What follows belongs to an exercise in optimizing a design on an open flow for small area; a production flow would make more cautious choices.
Only simulation tests tie the RTL to the original design; equivalence was not proved.
Power figures rest on the tool's default switching activity, not on a simulated workload.

==> fjord: inputs <==
==> flow/design.v (excerpt) <==
module pid_controller_clamped_unit #(
  parameter int unsigned UPDATE_RATE_HZ = 30
) (
  input  wire                               clk_i,
  input  wire                               rst_ni,
  input  wire                               cfg_valid_i,
  output logic                              cfg_ready_o,
  input  wire  [pcc_pkg::CfgIdxW-1:0]       cfg_index_i,
  input  wire  [pcc_pkg::DataW-1:0]         cfg_data_i,
  input  wire                               in_valid_i,
  output logic                              in_ready_o,
  input  wire                               time_passed_i,
  input  wire  signed [pcc_pkg::DataW-1:0]  setpoint_i,
  input  wire  signed [pcc_pkg::DataW-1:0]  measured_i,
  output logic                              out_valid_o,
  input  wire                               out_ready_i,
  output logic signed [pcc_pkg::DataW-1:0]  drive_o
);
export LEC_CHECK = 0
export CAP_MARGIN = 20
export CORE_MARGIN = 2
export CORE_UTILIZATION = 60
export CTS_BUF_LIST = sky130_fd_sc_hd__clkbuf_8
export CTS_CLUSTER_DIAMETER = 60
export CTS_CLUSTER_SIZE = 16
export SLEW_MARGIN = 20
create_clock -name core_clock -period 11.0 [get_ports {clk_i}]
standard.sh (not shown) runs the stock make flow with config.mk's settings and CLKGATE_MAP_FILE= SYNTH_SCRIPT=/design/flow/synth_recipe.tcl, a recipe that flattens the netlist after the stock synthesis.
==> flow/flow/run.sh <==
#!/bin/bash
# The standard layout with three changes:
#  - synthesis maps with an area-oriented ABC script (flow/abc_area.script in
#    place of ORFS's abc_speed.script; everything else in the scripts folder
#    is ORFS's own, copied unchanged);
#  - the port buffers are the smallest buffer cell;
#  - the clock tree is built from clkbuf_8 without dummy loads.
set -euo pipefail
here=$PWD
rm -rf "$here/scripts_area"
cp -r "$FLOW_HOME/scripts" "$here/scripts_area"
cp "$here/flow/abc_area.script" "$here/scripts_area/abc_speed.script"
export BUFFER_PORTS_ARGS="-buffer_cell sky130_fd_sc_hd__buf_1"
export CTS_ARGS="-sink_clustering_enable -repair_clock_nets -buf_list sky130_fd_sc_hd__clkbuf_8 -sink_clustering_size 20 -sink_clustering_max_diameter 60 -dont_use_dummy_load"
bash standard.sh "SCRIPTS_DIR=$here/scripts_area" finish > standard.log 2>&1
==> flow/flow/abc_area.script <==
&get -n
&st
&dch -f
&nf -a
&st
&syn2
&dch -f
&nf -a
&put
==> inputs of delta, as changes to fjord <==
--- a/flow/design.v
+++ b/flow/design.v
@@ -73,14 +73,14 @@
   always_ff @(posedge clk_i) begin
     if (cfg_valid_i) begin
       case (cfg_index_i)
         3'd0: kp_q <= cfg_data_i;
         3'd1: ki_q <= cfg_data_i;
         3'd2: kd_q <= cfg_data_i;
-        3'd3: mn_q <= {cfg_data_i[6:0], cfg_data_i[15:7]};
-        3'd4: mx_q <= {cfg_data_i[6:0], cfg_data_i[15:7]};
+        3'd3: mn_q <= cfg_data_i;
+        3'd4: mx_q <= cfg_data_i;
         default: ;
       endcase
     end
   end
   always_comb begin
     ph_d = ph_q;
@@ -176,17 +176,17 @@
     pd_q  <= x_b;
   end
   logic        i_b, lo_b, hi_b;
   assign i_b  = sv_q && (n_gt24 ? sgn_q : (p_q ? rb_q[0] : ra_q[0]));
   logic [3:0] mi;
   logic       m_in, m_top;
-  assign mi    = g_q[3:0];
+  assign mi    = g_q[3:0] + 4'd7;
   assign m_in  = n_mid;
   assign m_top = rd_q;                                 
-  assign lo_b = cv_q[3] && ((m_in && mn_q[mi]) || (m_top && mn_q[8]));
-  assign hi_b = cv_q[4] && ((m_in && mx_q[mi]) || (m_top && mx_q[8]));
+  assign lo_b = cv_q[3] && ((m_in && mn_q[mi]) || (m_top && mn_q[15]));
+  assign hi_b = cv_q[4] && ((m_in && mx_q[mi]) || (m_top && mx_q[15]));
   logic [3:0] r_add, r_inc, r_dec;
   assign r_inc = (r_q == 4'd14) ? 4'd0 : r_q + 4'd1;
   assign r_dec = (r_q == 4'd0) ? 4'd14 : r_q - 4'd1;
   assign r_add = !x_b ? r_q : n_32 ? r_dec : r_inc;
   logic br_q_in, q_b;
   assign br_q_in = br_q_q && !jfirst;
--- a/flow/flow/run.sh
+++ b/flow/flow/run.sh
@@ -8,8 +8,8 @@
 set -euo pipefail
 here=$PWD
 rm -rf "$here/scripts_area"
 cp -r "$FLOW_HOME/scripts" "$here/scripts_area"
 cp "$here/flow/abc_area.script" "$here/scripts_area/abc_speed.script"
 export BUFFER_PORTS_ARGS="-buffer_cell sky130_fd_sc_hd__buf_1"
-export CTS_ARGS="-sink_clustering_enable -repair_clock_nets -buf_list sky130_fd_sc_hd__clkbuf_8 -sink_clustering_size 20 -sink_clustering_max_diameter 60 -dont_use_dummy_load"
+export CTS_ARGS="-sink_clustering_enable -repair_clock_nets -buf_list sky130_fd_sc_hd__clkbuf_8 -sink_clustering_size 16 -sink_clustering_max_diameter 60 -dont_use_dummy_load"
 bash standard.sh "SCRIPTS_DIR=$here/scripts_area" finish > standard.log 2>&1
- GPL_TIMING_DRIVEN: default -> 0
==> inputs of raven, as changes to fjord <==
--- a/flow/design.v
+++ b/flow/design.v
@@ -105,22 +105,21 @@
       ph_q <= ph_d;
       if (ph_q == PhIdle || ph_d == PhIdle) rd_q <= 1'b0;
       else if (g_q == 5'd23) rd_q <= !rd_q;
       g_q  <= (g_q == 5'd23) ? 5'd0 : g_q + 5'd1;
     end
   end
-  logic n_hi, n_mid, n_le24, n_gt24, n_ge9, n_24, n_28, n_32, n_le32, n_37;
+  logic n_hi, n_mid, n_le24, n_gt24, n_ge9, n_24, n_28, n_le36, n_37;
   assign n_hi   = rd_q || g_q[4];                      
   assign n_le24 = !rd_q || (g_q == 5'd0);              
   assign n_gt24 = !n_le24;                             
   assign n_ge9  = rd_q || (g_q >= 5'd9);               
   assign n_mid  = !rd_q && (g_q >= 5'd9);              
   assign n_24   = rd_q && (g_q == 5'd0);
   assign n_28   = rd_q && (g_q == 5'd4);
-  assign n_32   = rd_q && (g_q == 5'd8);
-  assign n_le32 = !rd_q || (g_q <= 5'd8);
+  assign n_le36 = !rd_q || (g_q <= 5'd12);
   assign n_37   = rd_q && (g_q == 5'd13);
   assign in_ready_o = last;
   assign accept     = last && in_valid_i;
   assign first      = !rd_q && (g_q == 5'd0);
   assign jfirst     = !rd_q && (g_q == 5'd1);
   logic [3:0]  ie;
@@ -181,19 +180,16 @@
   logic       m_in, m_top;
   assign mi    = g_q[3:0];
   assign m_in  = n_mid;
   assign m_top = rd_q;                                 
   assign lo_b = cv_q[3] && ((m_in && mn_q[mi]) || (m_top && mn_q[8]));
   assign hi_b = cv_q[4] && ((m_in && mx_q[mi]) || (m_top && mx_q[8]));
-  logic [3:0] r_add, r_inc, r_dec;
-  assign r_inc = (r_q == 4'd14) ? 4'd0 : r_q + 4'd1;
-  assign r_dec = (r_q == 4'd0) ? 4'd14 : r_q - 4'd1;
-  assign r_add = !x_b ? r_q : n_32 ? r_dec : r_inc;
-  logic br_q_in, q_b;
+  logic br_q_in, q_b, qa_b;
   assign br_q_in = br_q_q && !jfirst;
   assign q_b     = r_q[0] ^ x_b ^ br_q_in;
+  assign qa_b    = r_q[0] ^ (ph_q == Ph2);    
   logic i2_b;
   always_comb begin
     if (n_gt24)      i2_b = sgn_q;
     else if (lt_q)  i2_b = inv_q ? hi_b : lo_b;
     else if (gt_q)  i2_b = hi_b;
     else            i2_b = p_q ? ra_q[0] : rb_q[0];
@@ -207,20 +203,20 @@
   assign c_b     = (ph_q == Ph1) ? lo_b : v_b;
   assign br_l_in = br_l_q && !jfirst;
   assign br_h_in = br_h_q && !jfirst;
   assign l_b     = c_b ^ lo_b ^ br_l_in;    
   assign h_b     = hi_b ^ c_b ^ br_h_in;    
   always_ff @(posedge clk_i) begin
-    br_q_q <= (!r_q[0] && x_b) || (!(r_q[0] ^ x_b) && br_q_in);
+    br_q_q <= (qa_b && x_b) || (qa_b && br_q_in) || (x_b && br_q_in);
     cy_q   <= (u_b && w_b) || ((u_b ^ w_b) && cy_in);
     br_l_q <= (!c_b && lo_b) || (!(c_b ^ lo_b) && br_l_in);
     br_h_q <= (!hi_b && c_b) || (!(hi_b ^ c_b) && br_h_in);
     unique case (ph_q)
       Ph1: begin
-        if (first) r_q <= '0;
-        else if (n_le32) r_q <= {r_add[0], r_add[3:1]};
+        if (first || (n_37 && r_q == 4'd15)) r_q <= '0;
+        else if (n_le36) r_q <= {q_b, r_q[3:1]};
         if (n_28) inv_q <= h_b;
       end
       Ph2: begin
         if (!first) r_q <= {q_b, r_q[3:1]};
         if (n_24) sgn_q <= i_b;
         if (n_28) begin
--- a/flow/flow/run.sh
+++ b/flow/flow/run.sh
@@ -8,8 +8,8 @@
 set -euo pipefail
 here=$PWD
 rm -rf "$here/scripts_area"
 cp -r "$FLOW_HOME/scripts" "$here/scripts_area"
 cp "$here/flow/abc_area.script" "$here/scripts_area/abc_speed.script"
 export BUFFER_PORTS_ARGS="-buffer_cell sky130_fd_sc_hd__buf_1"
-export CTS_ARGS="-sink_clustering_enable -repair_clock_nets -buf_list sky130_fd_sc_hd__clkbuf_8 -sink_clustering_size 20 -sink_clustering_max_diameter 60 -dont_use_dummy_load"
+export CTS_ARGS="-sink_clustering_enable -repair_clock_nets -buf_list sky130_fd_sc_hd__clkbuf_8 -sink_clustering_size 16 -sink_clustering_max_diameter 60 -dont_use_dummy_load"
 bash standard.sh "SCRIPTS_DIR=$here/scripts_area" finish > standard.log 2>&1
==> qor summary <==
| metric | delta | fjord | raven |
|---|---|---|---|
| Status | complete, no violations | complete, no violations | complete, no violations |
| Synthesized area per cell | 14.2 µm² | 13.9 µm² | 14.2 µm² |
| Combined area of the multi-input logic cells | 3010 µm² | 2910 µm² | 2780 µm² |
| First-pass detailed-route iteration total | 5 | 5 | 7 |
| Power Internal | 1050 µW | 1110 µW | 1050 µW |
| Final core utilization | 68.2% | 67.2% | 67.5% |
| Number of standard cells in the final layout excluding fillers | 886 | 897 | 876 |
| Data arrival time of the critical path | 10970 ps | 10910 ps | 11000 ps |
| Worst setup timing slack at the placement stage | -407 ps | -12.0 ps | -455 ps |
| Standby leakage power | 0.00347 µW | 0.00341 µW | 0.00336 µW |
| Number of vias after detailed routing | 4959 | 5136 | 4857 |
| Synth Area in XOR/XNOR | 0.714% | 0.614% | 0.837% |
| Number of cell instances on the worst register-to-register path | 28 | 30 | 30 |
| Synthesized cell area | 8590 µm² | 8560 µm² | 8370 µm² |
| Fraction of area in multi-input gates | 31.7% | 31.0% | 29.9% |
| Bufs and invs on worst path | 2 | 1 | 1 |

re-timing with driven ports:
How much do the figures lean on ideal ports? The routed layouts below were timed once more, with nothing changed but the port constraints.
Step 1 (the two cells are an assumption about what drives the block):
set clk [get_ports {clk_i}]
set_driving_cell -lib_cell sky130_fd_sc_hd__clkbuf_16 $clk
set_driving_cell -lib_cell sky130_fd_sc_hd__buf_2 [delete_from_list [all_inputs] $clk]
Step 2 moves the port delays by t, midway between the first and last clock arrival at a register: inputs arrive t later, outputs are due t later. That takes back most of the time a late clock gives input paths.
a / b / c = ideal ports / drivers / drivers and shift; a / b = the first two.
run	t, ns	slack for setup (ns)	hold WS [ns]	worst setup path at the end
fjord	0.528	0.530 / 0.545 / 0.018	0.322 / 0.322 / 0.322	input to register
delta	0.536	0.406 / 0.427 / -0.110	0.319 / 0.319 / 0.319	input to register
raven	0.523	0.397 / 0.417 / -0.106	0.332 / 0.332 / 0.332	input to register
Met with ideal ports but missed after step 2: setup timing in delta and raven. For delta, which loses most, drivers alone change the setup slack by +0.021 ns; drivers and shift together by -0.516 ns.
